Context: an optimization exercise on an open-source flow, tuned for a short achievable clock period, few clock cycles and low power. The choices shown serve that exercise and are no tape-out recipe.
The RTL was checked by simulation tests, not by an equivalence proof against the original design.
Power and IR drop assume default switching activity.

## flow/design.v (module list and top-level ports; edited modules follow where they fit)
// module mac_lane_sum: 1967 lines
// module mac_vector_engine: 857 lines
module mac_vector_engine (
  input logic clk,
  input logic reset_n,
  input logic start,
  input logic clear,
  input logic [9:0] vec_len,
  input logic signed [47:0] bias,
  input logic in_valid,
  input logic [35:0] in_a,
  input logic [35:0] in_b,
  input logic out_ready,
  output logic busy,
  output logic in_ready,
  output logic out_valid,
  output logic signed [17:0] out_data,
  output logic signed [47:0] out_acc,
  output logic acc_overflow
);
  // ...
==> flow/run.sh <==
#!/bin/bash
# synth_recipe.tcl (not shown) runs the flow's synth.tcl, then flattens the netlist and writes it again
# the make line also repeats each setting of config.mk as NAME=value (left out here)
make -C /OpenROAD-flow-scripts/flow DESIGN_CONFIG=/design/flow/config.mk WORK_HOME=/design/flow/orfs CLKGATE_MAP_FILE= SYNTH_SCRIPT=/design/flow/synth_recipe.tcl finish
==> flow/config.mk <==
export PLATFORM = sky130hd
export DESIGN_NAME = mac_vector_engine
export DESIGN_NICKNAME = mac_vector_engine
export VERILOG_FILES = /design/flow/design.v
export SDC_FILE = /design/flow/constraint.sdc
export NUM_CORES = 4
export LEC_CHECK = 0
export ABC_CLOCK_PERIOD_IN_PS = 2900
export CAP_MARGIN = 20
export CORE_MARGIN = 2
export CORE_UTILIZATION = 60
export CTS_BUF_LIST = sky130_fd_sc_hd__clkbuf_16
export CTS_CLUSTER_DIAMETER = 70
export CTS_CLUSTER_SIZE = 40
export SETUP_SLACK_MARGIN = 4.2
export SLEW_MARGIN = 20
==> flow/constraint.sdc <==
create_clock -name core_clock -period 7.0 [get_ports {clk}]
set_input_delay 1.4000 -clock core_clock [delete_from_list [all_inputs] [get_ports {clk}]]
set_output_delay 1.4000 -clock core_clock [all_outputs]
set_load 0.01 [all_outputs]
==> out/results.tsv, run 1 <==
metric	value	unit
status	no timing/DRC/antenna violations	
top cell category	multi-input gates	
most frequent cells in the layout	dfxtp_1 (305), a22oi_1 (302), fa_1 (301), inv_1 (260), xor2_1 (231)	
drt first-iter violations	2123	
Worst Hold Path Cells	0	
Cells after Synth	2994	
Int Pwr	5.53	mW
P_seq	3.72	mW
PwrDens	235	nW/um^2
total CTS buffers	30	
setup bufs post-CTS	11	
later-pin clock latency in the skew report	0.64	ns
Max IR drop VDD	0.243	mV
largest net degree at the start of global routing	133	
post-synthesis xor/xnor area fraction	11.3	%
CP Max Fanout	3	
clk sink count	514	
synth cell count leaders	dfxtp_1 (384), a22oi_1 (306), fa_1 (304)	
Psw	2.92	mW
setup ws final	4.14	ns
GR Util met2	46.1	%
syn_area_per_cell	10.6	sq um
I/O pin total	206	
Comb power frac	29.9	%
crit path capture type	register	
Hold Crit Start	fp_q[0]$_DFF_P_	
M1 WL	34.0	mm
slowest cell delay on critical path	0.38	ns
drt drc	0	
final instance area	36000	sq um
initial antenna violation count	0	
Fmax achieved	0.350	GHz
CTS tree	yes	
Critical path origin	acc0_q[0]$_DFF_P_	
Signal inverters	267	
comb_multi_in	1963	
met3 wire length	6.84	mm
share of the synthesized area in the top cell type	24.2	%
YS warnings	4	
most common cell in the netlist	dfxtp_1	
DRT antenna net count	0	
Post-synth EDFFs	107	
Testbench counts, summed over its fixed seeds: cycles 12,350.
==> inputs of run 2 (changes only) <==
--- a/flow/design.v
+++ b/flow/design.v
@@ -1987,107 +1987,108 @@
   output logic busy,
   output logic in_ready,
   output logic out_valid,
   output logic signed [17:0] out_data,
   output logic signed [47:0] out_acc,
   output logic acc_overflow
 );
   localparam int NST = 2;    
-  localparam int HOLD = 3;  
+  localparam int NC = 3;      
   logic busy_q, ir_q, pv_q, inf_q, ov_q, nf_q;
   logic [9:0] plen_q, rem_q;
-  logic [$clog2(HOLD+1)-1:0] hc_q;
-  logic [47:0] bias_q;
+  logic [NC-1:0] own_q, hb_q;   
+  logic [NC-1:0] st_c, dl_c, hw_c, ho_c;
   logic res_done;
   wire cur = !nf_q;   
   wire pl0 = plen_q == 10'd0, pl1 = plen_q == 10'd1, pl2 = plen_q == 10'd2;
   wire r1 = rem_q == 10'd1, r2 = rem_q == 10'd2;
   wire pseudo = !cur && pv_q && pl0 && !inf_q;   
   wire [9:0] rem_m1 = (cur ? rem_q : plen_q) - 10'd1;
   wire blast_t = cur ? r1 : pl1;                 
-  wire hc_hi = hc_q > 1;
   wire take = in_valid && ir_q;
   wire pop = ov_q && out_ready;
   wire accept = start && !busy_q;               
   wire vl0 = vec_len == 10'd0, vl1 = vec_len == 10'd1;
   wire infn = inf_q && !pop;
   wire consume = (take && !cur) || pseudo;      
-  wire bfirst = consume;
   wire blast = pseudo || (take && blast_t);
+  wire nf_d = take ? blast_t : nf_q;
   wire nl_t = cur ? (r1 ? (pv_q ? pl1 : (accept && vl1)) : r2) : (!pl1 && pl2);
   wire inf_t = blast_t || infn;
   wire nl_n = cur ? r1 : (pv_q ? pl1 : (accept && vl1));
   wire inf_n = pseudo || infn;
+  assign dl_c = {NC{accept}} & (~own_q | (st_c & ~hb_q));
+  assign hw_c = {NC{accept}} & own_q & ~st_c;
+  assign ho_c = st_c & hb_q;
+  wire hb_next = |(hw_c | (hb_q & ~ho_c));
   always_ff @(posedge clk or negedge reset_n) begin
     if (!reset_n) begin
       busy_q <= 1'b0;
       ir_q <= 1'b0;
       pv_q <= 1'b0;
       inf_q <= 1'b0;
       ov_q <= 1'b0;
       rem_q <= '0;
-      hc_q <= '0;
       nf_q <= 1'b1;
+      own_q <= '0;
+      hb_q <= '0;
     end else begin
-      busy_q <= !clear && (accept || pv_q || hc_hi);
+      busy_q <= !clear && (accept || (pv_q && !consume) || (infn && !nf_d) || hb_next);
       ir_q <= !clear && !(take ? (nl_t && inf_t) : (nl_n && inf_n));
       pv_q <= !clear && (accept || (pv_q && !consume));
       inf_q <= !clear && (blast || infn);
       ov_q <= !clear && (res_done || (ov_q && !pop));
       rem_q <= clear ? '0 : take ? rem_m1 : rem_q;
-      nf_q <= clear || (take ? blast_t : nf_q);
-      hc_q <= clear ? '0 : consume ? HOLD[$clog2(HOLD+1)-1:0] : hc_q - {{($clog2(HOLD+1)-1){1'b0}}, hc_q != '0};
+      nf_q <= clear || nf_d;
+      own_q <= clear ? '0 : (dl_c | ho_c | (own_q & ~st_c));
+      hb_q <= clear ? '0 : (hw_c | (hb_q & ~ho_c));
     end
   end
   always_ff @(posedge clk) begin
-    if (!busy_q) begin
-      plen_q <= vec_len;
-      bias_q <= bias;
-    end
+    if (!busy_q) plen_q <= vec_len;
   end
   logic [35:0] a_q;
   logic [17:0] one_q, two_q, neg_q;
   logic rb_q;
   always_ff @(posedge clk) begin
     a_q <= take ? in_a : '0;
     rb_q <= take;
     for (int l = 0; l < 2; l++)
       for (int i = 0; i < 9; i++) begin
         one_q[l*9+i] <= take && (in_b[l*18+2*i] ^ (i == 0 ? 1'b0 : in_b[l*18+2*i-1]));
         two_q[l*9+i] <= take && (i == 0 ? (in_b[l*18+1] & ~in_b[l*18])
                                : ((in_b[l*18+2*i+1] & ~in_b[l*18+2*i] & ~in_b[l*18+2*i-1]) |
                                   (~in_b[l*18+2*i+1] & in_b[l*18+2*i] & in_b[l*18+2*i-1])));
         neg_q[l*9+i] <= take && in_b[l*18+2*i+1];
       end
   end
-  logic [NST:0] fp_q, lp_q;
-  always_ff @(posedge clk or negedge reset_n) begin
-    if (!reset_n) lp_q <= '0;
-    else if (clear) lp_q <= '0;
-    else lp_q <= {lp_q[NST-1:0], blast};
-  end
-  always_ff @(posedge clk) fp_q <= {fp_q[NST-1:0], bfirst};
-  wire fa_q = fp_q[NST], la_q = lp_q[NST];
-  logic [2-1:0] fk_q, lk_q;
+  logic [NST+2:0] vp_q, lp_q;
   always_ff @(posedge clk or negedge reset_n) begin
-    if (!reset_n) lk_q <= '0;
-    else if (clear) lk_q <= '0;
-    else lk_q <= {lk_q, la_q};
+    if (!reset_n) begin
+      vp_q <= '0;
+      lp_q <= '0;
+    end else if (clear) begin
+      vp_q <= '0;
+      lp_q <= '0;
+    end else begin
+      vp_q <= {vp_q[NST+2-1:0], take || pseudo};
+      lp_q <= {lp_q[NST+2-1:0], blast};
+    end
   end
-  always_ff @(posedge clk) fk_q <= {fk_q, fa_q};
   wire [47:0] s_t, c_t;
   mac_lane_sum u_sum (.clk(clk), .v_i(rb_q), .a_i(a_q), .one_i(one_q), .two_i(two_q), .neg_i(neg_q), .s_o(s_t), .c_o(c_t));
   logic [47:0] res_q;
   logic ovf_q, rovf_q;
   logic [15:0] acc0_q;
   wire [15:0] x0 = acc0_q;
+  wire st0 = lp_q[NST+0], vb0 = vp_q[NST+0];
+  assign st_c[0] = st0;
   wire [15:0] s0 = s_t[15:0];
   wire [15:0] c0 = c_t[15:0];
-  wire ldn0 = fp_q[NST-1], st0 = la_q;
   wire [15:0] p0 = x0 ^ s0 ^ c0;
   wire [15:0] g0 = (x0 & s0) | (x0 & c0) | (s0 & c0);
   wire [15:0] k0_p0 = p0 ^ {g0[14:0], 1'b0};
   wire [15:0] k0_g0 = p0 & {g0[14:0], 1'b0};
   wire [15:0] k0_G0 = {k0_g0[15:1], k0_g0[0] | (k0_p0[0] & 1'b0)};
   wire [15:0] k0_P0 = k0_p0;
   wire [15:0] k0_G1, k0_P1;
   assign k0_G1[0] = k0_G0[0];
@@ -2222,21 +2223,24 @@
   assign k0_G4[15] = k0_G3[15] | (k0_P3[15] & k0_G3[7]);
   assign k0_P4[15] = k0_P3[15] & k0_P3[7];
   wire [16:0] k0_y = {k0_G4[15], k0_p0 ^ {k0_G4[14:0], 1'b0}};
   wire cg1 = g0[15];   
   wire [16:0] y0 = k0_y;
   logic ca1_q;
   always_ff @(posedge clk) ca1_q <= y0[16];
   always_ff @(posedge clk) begin
-    acc0_q <= ldn0 ? bias_q[15:0] : y0[15:0];
-    if (st0) res_q[15:0] <= y0[15:0];
+    if (dl_c[0] || ho_c[0] || vb0)
+      acc0_q <= dl_c[0] ? bias[15:0] : ho_c[0] ? res_q[15:0] : y0[15:0];
+    if (st0 || hw_c[0]) res_q[15:0] <= st0 ? y0[15:0] : bias[15:0];
   end
   logic [15:0] acc1_q;
   wire [15:0] x1 = acc1_q;
+  wire st1 = lp_q[NST+1], vb1 = vp_q[NST+1];
+  assign st_c[1] = st1;
   wire [15:0] ps1 = s_t[31:16];
   wire [15:0] pc1 = c_t[31:16];
   wire [15:0] q1_p0 = ps1 ^ pc1;
   wire [15:0] q1_g0 = ps1 & pc1;
   wire [15:0] q1_G0 = {q1_g0[15:1], q1_g0[0] | (q1_p0[0] & cg1)};
   wire [15:0] q1_P0 = q1_p0;
   wire [15:0] q1_G1, q1_P1;
   assign q1_G1[0] = q1_G0[0];
@@ -2372,17 +2376,16 @@
   assign q1_P4[15] = q1_P3[15] & q1_P3[7];
   wire [16:0] q1_y = {q1_G4[15], q1_p0 ^ {q1_G4[14:0], cg1}};
   logic [15:0] pa1_q;
   logic pco2_q;
   always_ff @(posedge clk) begin
     pa1_q <= q1_y[15:0];
     pco2_q <= q1_y[16];
   end
-  wire ldn1 = fa_q, st1 = lk_q[0];
   wire [15:0] k1_p0 = x1 ^ pa1_q;
   wire [15:0] k1_g0 = x1 & pa1_q;
   wire [15:0] k1_G0 = {k1_g0[15:1], k1_g0[0] | (k1_p0[0] & ca1_q)};
   wire [15:0] k1_P0 = k1_p0;
   wire [15:0] k1_G1, k1_P1;
   assign k1_G1[0] = k1_G0[0];
   assign k1_P1[0] = k1_P0[0];
   assign k1_G1[1] = k1_G0[1] | (k1_P0[1] & k1_G0[0]);
@@ -2514,21 +2517,24 @@
   assign k1_P4[14] = k1_P3[14] & k1_P3[6];
   assign k1_G4[15] = k1_G3[15] | (k1_P3[15] & k1_G3[7]);
   assign k1_P4[15] = k1_P3[15] & k1_P3[7];
   wire [16:0] k1_y = {k1_G4[15], k1_p0 ^ {k1_G4[14:0], ca1_q}};
   wire [16:0] y1 = k1_y;
   logic ca2_q;
   always_ff @(posedge clk) ca2_q <= y1[16];
   always_ff @(posedge clk) begin
-    acc1_q <= ldn1 ? bias_q[31:16] : y1[15:0];
-    if (st1) res_q[31:16] <= y1[15:0];
+    if (dl_c[1] || ho_c[1] || vb1)
+      acc1_q <= dl_c[1] ? bias[31:16] : ho_c[1] ? res_q[31:16] : y1[15:0];
+    if (st1 || hw_c[1]) res_q[31:16] <= st1 ? y1[15:0] : bias[31:16];
   end
   logic [15:0] acc2_q;
   wire [15:0] x2 = acc2_q;
+  wire st2 = lp_q[NST+2], vb2 = vp_q[NST+2];
+  assign st_c[2] = st2;
   logic [15:0] sd2_q [1];
   logic [15:0] cd2_q [1];
   always_ff @(posedge clk) begin
     sd2_q[0] <= s_t[47:32];
     cd2_q[0] <= c_t[47:32];
   end
   wire [15:0] ps2 = sd2_q[0];
   wire [15:0] pc2 = cd2_q[0];
@@ -2668,17 +2674,16 @@
   assign q2_P4[14] = q2_P3[14] & q2_P3[6];
   assign q2_G4[15] = q2_G3[15] | (q2_P3[15] & q2_G3[7]);
   assign q2_P4[15] = q2_P3[15] & q2_P3[7];
   wire [16:0] q2_y = {q2_G4[15], q2_p0 ^ {q2_G4[14:0], pco2_q}};
   logic [15:0] pa2_q;
   always_ff @(posedge clk) begin
     pa2_q <= q2_y[15:0];
   end
-  wire ldn2 = fk_q[0], st2 = lk_q[1];
   wire [15:0] k2_p0 = x2 ^ pa2_q;
   wire [15:0] k2_g0 = x2 & pa2_q;
   wire [15:0] k2_G0 = {k2_g0[15:1], k2_g0[0] | (k2_p0[0] & ca2_q)};
   wire [15:0] k2_P0 = k2_p0;
   wire [15:0] k2_G1, k2_P1;
   assign k2_G1[0] = k2_G0[0];
   assign k2_P1[0] = k2_P0[0];
   assign k2_G1[1] = k2_G0[1] | (k2_P0[1] & k2_G0[0]);
@@ -2808,24 +2813,25 @@
   assign k2_P4[13] = k2_P3[13] & k2_P3[5];
   assign k2_G4[14] = k2_G3[14] | (k2_P3[14] & k2_G3[6]);
   assign k2_P4[14] = k2_P3[14] & k2_P3[6];
   assign k2_G4[15] = k2_G3[15] | (k2_P3[15] & k2_G3[7]);
   assign k2_P4[15] = k2_P3[15] & k2_P3[7];
   wire [16:0] k2_y = {k2_G4[15], k2_p0 ^ {k2_G4[14:0], ca2_q}};
   wire [16:0] y2 = k2_y;
   always_ff @(posedge clk) begin
-    acc2_q <= ldn2 ? bias_q[47:32] : y2[15:0];
-    if (st2) res_q[47:32] <= y2[15:0];
+    if (dl_c[2] || ho_c[2] || vb2)
+      acc2_q <= dl_c[2] ? bias[47:32] : ho_c[2] ? res_q[47:32] : y2[15:0];
+    if (st2 || hw_c[2]) res_q[47:32] <= st2 ? y2[15:0] : bias[47:32];
   end
   wire ovf_step = (x2[15] ^ y2[15]) & (x2[15] ^ x2[14]);
-  wire ovf_new = ovf_q | ovf_step;
   always_ff @(posedge clk) begin
-    ovf_q <= !ldn2 && ovf_new;
-    if (st2) rovf_q <= ovf_new;
+    if (dl_c[2] || ho_c[2]) ovf_q <= 1'b0;
+    else if (vb2) ovf_q <= ovf_q | ovf_step;
+    if (st2) rovf_q <= ovf_q | ovf_step;
   end
   assign res_done = st2;
   assign busy = busy_q;
   assign in_ready = ir_q;
   assign out_valid = ov_q;
   assign out_acc = res_q;
   assign out_data = res_q[25:8];
   assign acc_overflow = rovf_q;
==> out/results.tsv, run 2 <==
metric	value	unit	change
critical path required time	5.60	ns	was 7.54 ns
Largest Register	u_sum.t1_q		unchanged
Fillers	4084		was 3984
RSZ-0062 raised after global routing	true		unchanged
crit path cell chain	buf_4 -> buf_6 -> buf_2		was inv_2 -> fa_2 -> inv_2 -> ha_4 -> inv_2 -> fa_2 -> nor2b_2 -> o21ai_2 -> o211ai_1 -> buf_4 -> buf_6 -> buf_6 -> buf_6 -> o22ai_4 -> xnor2_2 -> mux2_4
clock buffer depth	3		unchanged
I/O pin total	206		unchanged
worst path arrival time	1.46	ns	was 3.40 ns
total power draw	7.57	mW	was 8.46 mW
leakage power total	14.5	nW	was 14.0 nW
slew margin rel.	46.9	%	was 30.7%
R2R depth	10		was 16
core area	53500	sq um	was 52400 sq um
crit path capture type	output port		was register
vias in the first global route	24510		was 22037
max reg flops	133		unchanged
commonest non-fill, non-tap cell in the layout	fa_1		was dfxtp_1
Core Util, Final	69.1	%	was 68.6%
Max Slew Vio Count	0		unchanged
drt drc	0		unchanged
share of the synthesized area in the top cell type	20.6	%	was 24.2%
slowest cell delay on critical path	0.42	ns	was 0.38 ns
share of post-route cells with drive strength above 1	12.7	%	was 9.81%
fin nets	3851		was 3594
synth cell count leaders	dfxtp_1 (332), a22oi_1 (310), fa_1 (304)		was dfxtp_1 (384), a22oi_1 (306), fa_1 (304)
Area Growth Syn to Fin	14.4	%	was 13.2%
synthesized net count	3753		was 3534
PwrDens	205	nW/um^2	was 235 nW/um^2
vias per cell	6.02		was 5.82
main combinational cell family by area after synthesis	adder cells		unchanged
Die Area	55700	sq um	was 54800 sq um
dominant cells by area after synthesis	dfxtp_1 (21%), fa_1 (19%), edfxtp_1 (9.9%)		was dfxtp_1 (24%), fa_1 (19%), edfxtp_1 (10%)
Post-synth EDFFs	107		unchanged
GR Util All Layers	31.5	%	was 28.7%
most common cell in the netlist	dfxtp_1		unchanged
setup ws final	4.14	ns	about the same
Fmax achieved	0.350	GHz	about the same
status	no timing/DRC/antenna violations		unchanged
Routed WL	89.6	mm	was 79.3 mm
total CTS buffers	31		was 30
YS warnings	4		unchanged
Cells after Synth	3213		was 2994
die span in y	236	um	was 234 um
Hold Crit Start	u_sum.t2_q[61]$_DFF_P_		was fp_q[0]$_DFF_P_
Hold Path End	cd2_q[0][1]$_DFF_P_		was fp_q[1]$_DFF_P_
setup_tns	0	ns	unchanged
post-place setup slack	2.95	ns	was 3.13 ns
reg2reg start	acc0_q[6]$_DFFE_PP_		was acc0_q[0]$_DFF_P_
synthesized flop and latch total	471		was 514
drt first-iter violations	1966		was 2123
leading area contributor after synthesis	dfxtp_1		unchanged
share of flip-flops with an asynchronous set or reset	6.79	%	was 4.47%
clk slew on worst S/H paths	0.10	ns	was 0.12 ns
reg2reg end	res_q[14]$_DFFE_PP_		was acc0_q[9]$_DFF_P_
CP max stage cell	edfxtp_1		was fa_2
critical path startpoint category	register		unchanged
multiplexer share of the synthesized area	1.79	%	was 2.04%
final setup violation count	0		unchanged
CTS tree	yes		unchanged
via count	24263		was 21935
Crit Path Category	reg2out		was reg2reg
Cell Rows	85		was 84
routed wire length per instance	22.2	um	was 21.1 um
largest net degree at the start of global routing	100		was 133
total of max-cap violations	0		unchanged
Max IR drop VDD	0.242	mV	was 0.243 mV
post-synthesis xor/xnor area fraction	11.3	%	about the same
sequential-to-total area share from yosys stat	33.0	%	was 36.1%
hpwl dp	63.3	mm	was 57.9 mm
Post-Syn Area	32300	sq um	was 31800 sq um
DR pass1 iterations	6		was 8
final-report hold violation count	0		unchanged
syn_area_per_cell	10.1	sq um	was 10.6 sq um
Adder-Cell Fraction of Synth Area	22.7	%	was 23.1%
final cell count without fillers	4031		was 3766
Netlist cell types	86		was 69
most frequent cells in the layout	fa_1 (296), a22oi_1 (295), dfxtp_1 (255), inv_1 (246), xor2_1 (235)		was dfxtp_1 (305), a22oi_1 (302), fa_1 (301), inv_1 (260), xor2_1 (231)
post-layout min period	2.86	ns	about the same
diode count	0		unchanged
first-pass GRT wire length	138	mm	was 123 mm
later-pin clock latency in the skew report	0.65	ns	was 0.64 ns
Synth Area in Compound Gates	13.4	%	was 11.9%
cell count after placement	3861		was 3659
R2R Setup Slk	4.16	ns	was 4.14 ns
CP Max Fanout	2		was 3
clock root cell	clkbuf_16		unchanged
GRT Residual Overflow	0		unchanged
hold_buf cts	0		unchanged
PortBufs	205		unchanged
Hold/Removal Path Class	reg2reg		unchanged
clk sink count	471		was 514
H-tree levels	1		unchanged
Worst Hold Path Cells	0		unchanged
DRT antenna net count	0		unchanged
DIE WIDTH	236	um	was 234 um
Slew @ Worst Pin	0.797	ns	was 1.04 ns
Regs by FF count	u_sum.t1_q (133), u_sum.t2_q (65), res_q (48)		was u_sum.t1_q (133), u_sum.t2_q (65)
Clock Skew	0.0207	ns	was 0.0397 ns
Synth Area in Simple Gates	11.3	%	was 9.23%
Placer Congestion	0.898		was 0.920
period utilisation layout	40.9	%	was 40.8%
Most used DFF post-synth	dfxtp_1		unchanged
initial antenna violation count	2		was 0
Initial Util	60.4	%	was 60.6%
## run 2: cell count changes after synthesis, sizes merged, moves of 9 or more
cell / previous run / this run
nand2: 81 / 158
dfxtp: 384 / 332
a21oi: 74 / 111
nor2: 119 / 148
buf: 81 / 100
nand3: 14 / 33
o21ai: 66 / 83
a31oi: 8 / 23
inv: 267 / 254
nor3: 18 / 30
mux2: 45 / 35
clkbuf: 169 / 178
dfrtp: 22 / 31
## run 2: logic make-up after synthesis
logic type | Yosys count
and+or+nand+nor | 711
AOI/OAI and AO/OA | 626
buffers and inverters | 533
DFF | 471
xor gates and xnor gates | 415
adders and majority gates | 404
muxes | 53
## run 2: worst max path at each step
stage	startpoint	end	cells past startpoint
floorplan	two_q[11]$_DFF_P_	u_sum.t1_q[35]$_DFF_P_	10
global placement	start	acc2_q[15]$_DFFE_PP_	6
detailed placement	start	acc2_q[15]$_DFFE_PP_	6
CTS	ir_q$_DFF_PN0_	in_ready	2
global route	acc0_q[0]$_DFFE_PP_	res_q[15]$_DFFE_PP_	13
finish	res_q[8]$_DFFE_PP_	out_acc[8]	3
## run 2: layout make-up
cell class / instances / area (sq um) / area share [%]
clock buffer: 31 / 776 / 2.10
sequential: 471 / 10900 / 29.6
inverter: 255 / 957 / 2.59
tap: 696 / 871 / 2.36
timing repair buffer: 343 / 3190 / 8.64
clock inverter: 26 / 378 / 1.02
multi-input combinational: 2209 / 19800 / 53.7
## run 2: repair_timing
item	CTS	global route
setup endpoints to repair	314	148
pin swaps	19	29
gates cloned	1	1
resized for setup	322	103
hold endpoints to repair	0	0
buffers inserted	63	48
## run 2: routing by layer
layer	track usage, %	wire [um]
met2	51.3	41000
met4	10.3	3790
met1	43.1	36900
met5	0	0
met3	5.43	7890
## run 2: power breakdown
part / internal [mW] / total (mW) / switching, mW
registers: 3.04 / 3.29 / 0.255
clock network: 0.917 / 2.08 / 1.17
logic: 0.973 / 2.20 / 1.22
## run 2: metrics by stage
| stage | hold slack [ns] | instance area, sq um |
|---|---|---|
| after floorplan | 0.310 | 32400 |
| after global placement | 0.310 | 34300 |
| after detailed placement | 0.312 | 34300 |
| after CTS | 0.336 | 36200 |
| after global routing | 0.344 | 37000 |
| final | 0.334 | 37000 |
## run 2: worst max-delay path, delay by kind of cell, from the launching register on
kind                   cells  cell delay, ns
flip-flops                 1            0.42
buffers and inverters      3            0.40
Testbench counts of run 2, summed over its fixed seeds: cycles 12,338.
==> inputs of run 3 (changes only) <==
--- a/flow/config.mk
+++ b/flow/config.mk
@@ -10,7 +10,7 @@
 export CORE_MARGIN = 2
 export CORE_UTILIZATION = 60
 export CTS_BUF_LIST = sky130_fd_sc_hd__clkbuf_16
-export CTS_CLUSTER_DIAMETER = 70
-export CTS_CLUSTER_SIZE = 40
+export CTS_CLUSTER_DIAMETER = 100
+export CTS_CLUSTER_SIZE = 30
 export SETUP_SLACK_MARGIN = 4.2
 export SLEW_MARGIN = 20
==> out/results.tsv, run 3 <==
metric	value	unit	change
status	no timing/DRC/antenna violations		unchanged
clock buffer depth	3		unchanged
slowest cell delay on critical path	0.49	ns	was 0.42 ns
via count	24053		was 24263
share of post-route cells with drive strength above 1	11.6	%	was 12.7%
H-tree levels	1		unchanged
syn_area_per_cell	10.1	sq um	unchanged
most frequent CP cell	buf_6		
crit path cell chain	buf_6 -> buf_6 -> buf_6		was buf_4 -> buf_6 -> buf_2
drt drc	0		unchanged
leading area contributor after synthesis	dfxtp_1		unchanged
Post-Syn Area	32300	sq um	unchanged
most frequent cells in the layout	a22oi_1 (295), fa_1 (294), dfxtp_1 (256), inv_1 (250), xor2_1 (234)		was fa_1 (296), a22oi_1 (295), dfxtp_1 (255), inv_1 (246), xor2_1 (235)
met2 WL post-DR	41.2	mm	was 41.0 mm
clk sink count	471		unchanged
Core Util, Final	68.1	%	was 69.1%
FF+latch area	10900	sq um	about the same
PortBufs	205		unchanged
GR Util All Layers	31.1	%	was 31.5%
commonest non-fill, non-tap cell in the layout	a22oi_1		was fa_1
hpwl dp	63.3	mm	unchanged
Max IR drop VDD	0.232	mV	was 0.242 mV
synthesized net count	3753		unchanged
share of the synthesized area in the top cell type	20.6	%	unchanged
setup_tns	0	ns	unchanged
Slew @ Worst Pin	0.812	ns	was 0.797 ns
post-layout min period	2.87	ns	was 2.86 ns
DRT antenna net count	0		unchanged
fin nets	3823		was 3851
YS warnings	4		unchanged
vias in the first global route	24285		was 24510
PwrDens	195	nW/um^2	was 205 nW/um^2
total of max-cap violations	0		unchanged
period utilisation layout	41.0	%	was 40.9%
Fillers	4142		was 4084
Post-synth EDFFs	107		unchanged
share of flip-flops with an asynchronous set or reset	6.79	%	unchanged
final-report hold violation count	0		unchanged
dominant cells by area after synthesis	dfxtp_1 (21%), fa_1 (19%), edfxtp_1 (9.9%)		unchanged
clock root cell	clkbuf_16		unchanged
synth cell count leaders	dfxtp_1 (332), a22oi_1 (310), fa_1 (304)		unchanged
most common cell in the netlist	dfxtp_1		unchanged
leakage power total	14.3	nW	was 14.5 nW
clk slew on worst S/H paths	0.12	ns	was 0.10 ns
Placer Congestion	0.898		unchanged
Max Slew Vio Count	0		unchanged
critical path required time	5.60	ns	about the same
hold_buf cts	0		unchanged
Regs by FF count	u_sum.t1_q (133), u_sum.t2_q (65), res_q (48)		unchanged
Cell Rows	85		unchanged
Area Growth Syn to Fin	12.8	%	was 14.4%
drt first-iter violations	2120		was 1966
area of the multi-input gates	19900	sq um	was 19800 sq um
final setup violation count	0		unchanged
Netlist cell types	86		unchanged
later-pin clock latency in the skew report	0.60	ns	was 0.65 ns
post-place setup slack	2.95	ns	unchanged
die span in y	236	um	unchanged
Routed WL	88.8	mm	was 89.6 mm
synthesized flop and latch total	471		unchanged
setup ws final	4.13	ns	was 4.14 ns
max reg flops	133		unchanged
vias per cell	6.03		was 6.02
CP Max Fanout	2		unchanged
Largest Register	u_sum.t1_q		unchanged
diode count	0		unchanged
Hold/Removal Path Class	reg2reg		unchanged
Crit Path Category	reg2out		unchanged
Fmax achieved	0.348	GHz	was 0.350 GHz
Initial Util	60.4	%	unchanged
largest net degree at the start of global routing	100		unchanged
I/O pin total	206		unchanged
Clock Skew	0.0372	ns	was 0.0207 ns
routed wire length per instance	22.2	um	about the same
RSZ-0062 raised after global routing	true		unchanged
GRT Residual Overflow	0		unchanged
crit path capture type	output port		unchanged
sequential-to-total area share from yosys stat	33.0	%	unchanged
top sig layer	met4		unchanged
total CTS buffers	22		was 31
slew margin rel.	45.9	%	was 46.9%
Die Area	55700	sq um	unchanged
Most used DFF post-synth	dfxtp_1		unchanged
CTS tree	yes		unchanged
CP max stage cell	edfxtp_1		unchanged
first-pass GRT wire length	137	mm	was 138 mm
critical path startpoint category	register		unchanged
Cells after Synth	3213		unchanged
worst path arrival time	1.47	ns	was 1.46 ns
met3 wire length	8.22	mm	was 7.89 mm
M1 WL	36.4	mm	was 36.9 mm
core area	53500	sq um	unchanged
DIE WIDTH	236	um	unchanged
initial antenna violation count	0		was 2
total power draw	7.09	mW	was 7.57 mW
DR pass1 iterations	9		was 6
run 3: path summary, 6_finish.rpt:
check | from | to | slack, ns | cells after the start
setup / recovery | res_q[12]$_DFFE_PP_ | out_data[4] | 4.13 | 3
hold / removal | u_sum.t2_q[62]$_DFF_P_ | sd2_q[0][2]$_DFF_P_ | 0.33 | 0
setup reg to reg | acc0_q[6]$_DFFE_PP_ | res_q[14]$_DFFE_PP_ | 4.16 | 10
hold reg to reg | u_sum.t2_q[62]$_DFF_P_ | sd2_q[0][2]$_DFF_P_ | 0.33 | 0
max in group asynchronous | reset_n | ir_q$_DFF_PN0_ | 5.61 | 1
min in group asynchronous | reset_n | lp_q[2]$_DFF_PN0_ | 0.85 | 1
run 3: routing by layer:
metal | global-route usage [%] | up-vias
met5 | 0 | -
met4 | 9.36 | 0
met3 | 4.94 | 244
met2 | 51.0 | 1261
met1 | 42.7 | 11763
li1 | - | 10785
run 3: what timing repair did:
item / in CTS / in global routing
gates cloned: 0 / 2
pin swaps: 18 / 28
resized for setup: 254 / 121
setup buffers: 42 / 50
setup endpoints to repair: 319 / 105
run 3: cells by family after synthesis:
kind of cell / Yosys count / synth area share (%)
simple gates: 711 / 11.3
compound gates: 626 / 13.4
buf+inv: 533 / 6.52
flops: 471 / 33.0
xor+xnor: 415 / 11.3
fa+ha+maj: 404 / 22.7
mux: 53 / 1.79
run 3: layout make-up:
type	instances	area share, %
Clock buffer	23	1.58
Multi-Input combinational cell	2209	54.6
Tap cell	696	2.39
Sequential cell	471	30.1
Timing Repair Buffer	324	8.26
Clock inverter	14	0.471
Inverter	255	2.64
run 3: critical path: cells and delay by family (launching register included):
family	cells	cell delay, ns
buf+inv	3	0.39
flops	1	0.49
run 3: power breakdown:
group / leakage, nW / total, mW / internal (mW) / switching, mW
logic: 9.73 / 2.19 / 0.970 / 1.22
registers: 4.19 / 3.29 / 3.04 / 0.256
clock network: 0.369 / 1.61 / 0.670 / 0.939
run 3: through the flow:
step / cell area, sq um / cells / hold slack (ns)
floorplan: 32400 / 3213 / 0.310
global placement: 34300 / 3861 / 0.310
detailed placement: 34300 / 3861 / 0.312
CTS: 35600 / 3940 / 0.338
global route: 36400 / 3992 / 0.347
finish: 36400 / 3992 / 0.332

[separate check: timing with driven ports]
The flow's constraints put no driver on any port. The routed layouts listed below were extracted and timed again, unchanged, in two steps. Step 1, drivers: a clkbuf_16 drives clk and a buf_2 each remaining input, both assumed. Step 2 adds t to the input delays and takes it off the output delays; t is the mean of the earliest and latest rising clock arrival at the registers after step 1. Input paths then give back, and output paths get back, about the clock's delay inside the block. Slacks: ideal / step 1 / step 2; pairs: ideal / step 1.
| run | shift t [ns] | slack for setup (ns) | worst setup path at the end | clock arrival spread, ns | worst register clock-pin slew, ns |
|---|---|---|---|---|---|
| run 1 | 0.683 | 4.141 / 4.141 / 3.713 | input to register | 0.041 / 0.041 | 0.12 / 0.12 |
| run 2 | 0.702 | 4.140 / 4.079 / 3.612 | input to register | 0.022 / 0.022 | 0.11 / 0.11 |
| run 3 | 0.639 | 4.129 / 4.069 / 3.720 | input to register | 0.038 / 0.038 | 0.12 / 0.12 |
After both steps setup and hold are still met in every run listed. The setup slack of run 2, which loses most, moves by -0.061 ns with the drivers and by -0.528 ns with both steps.
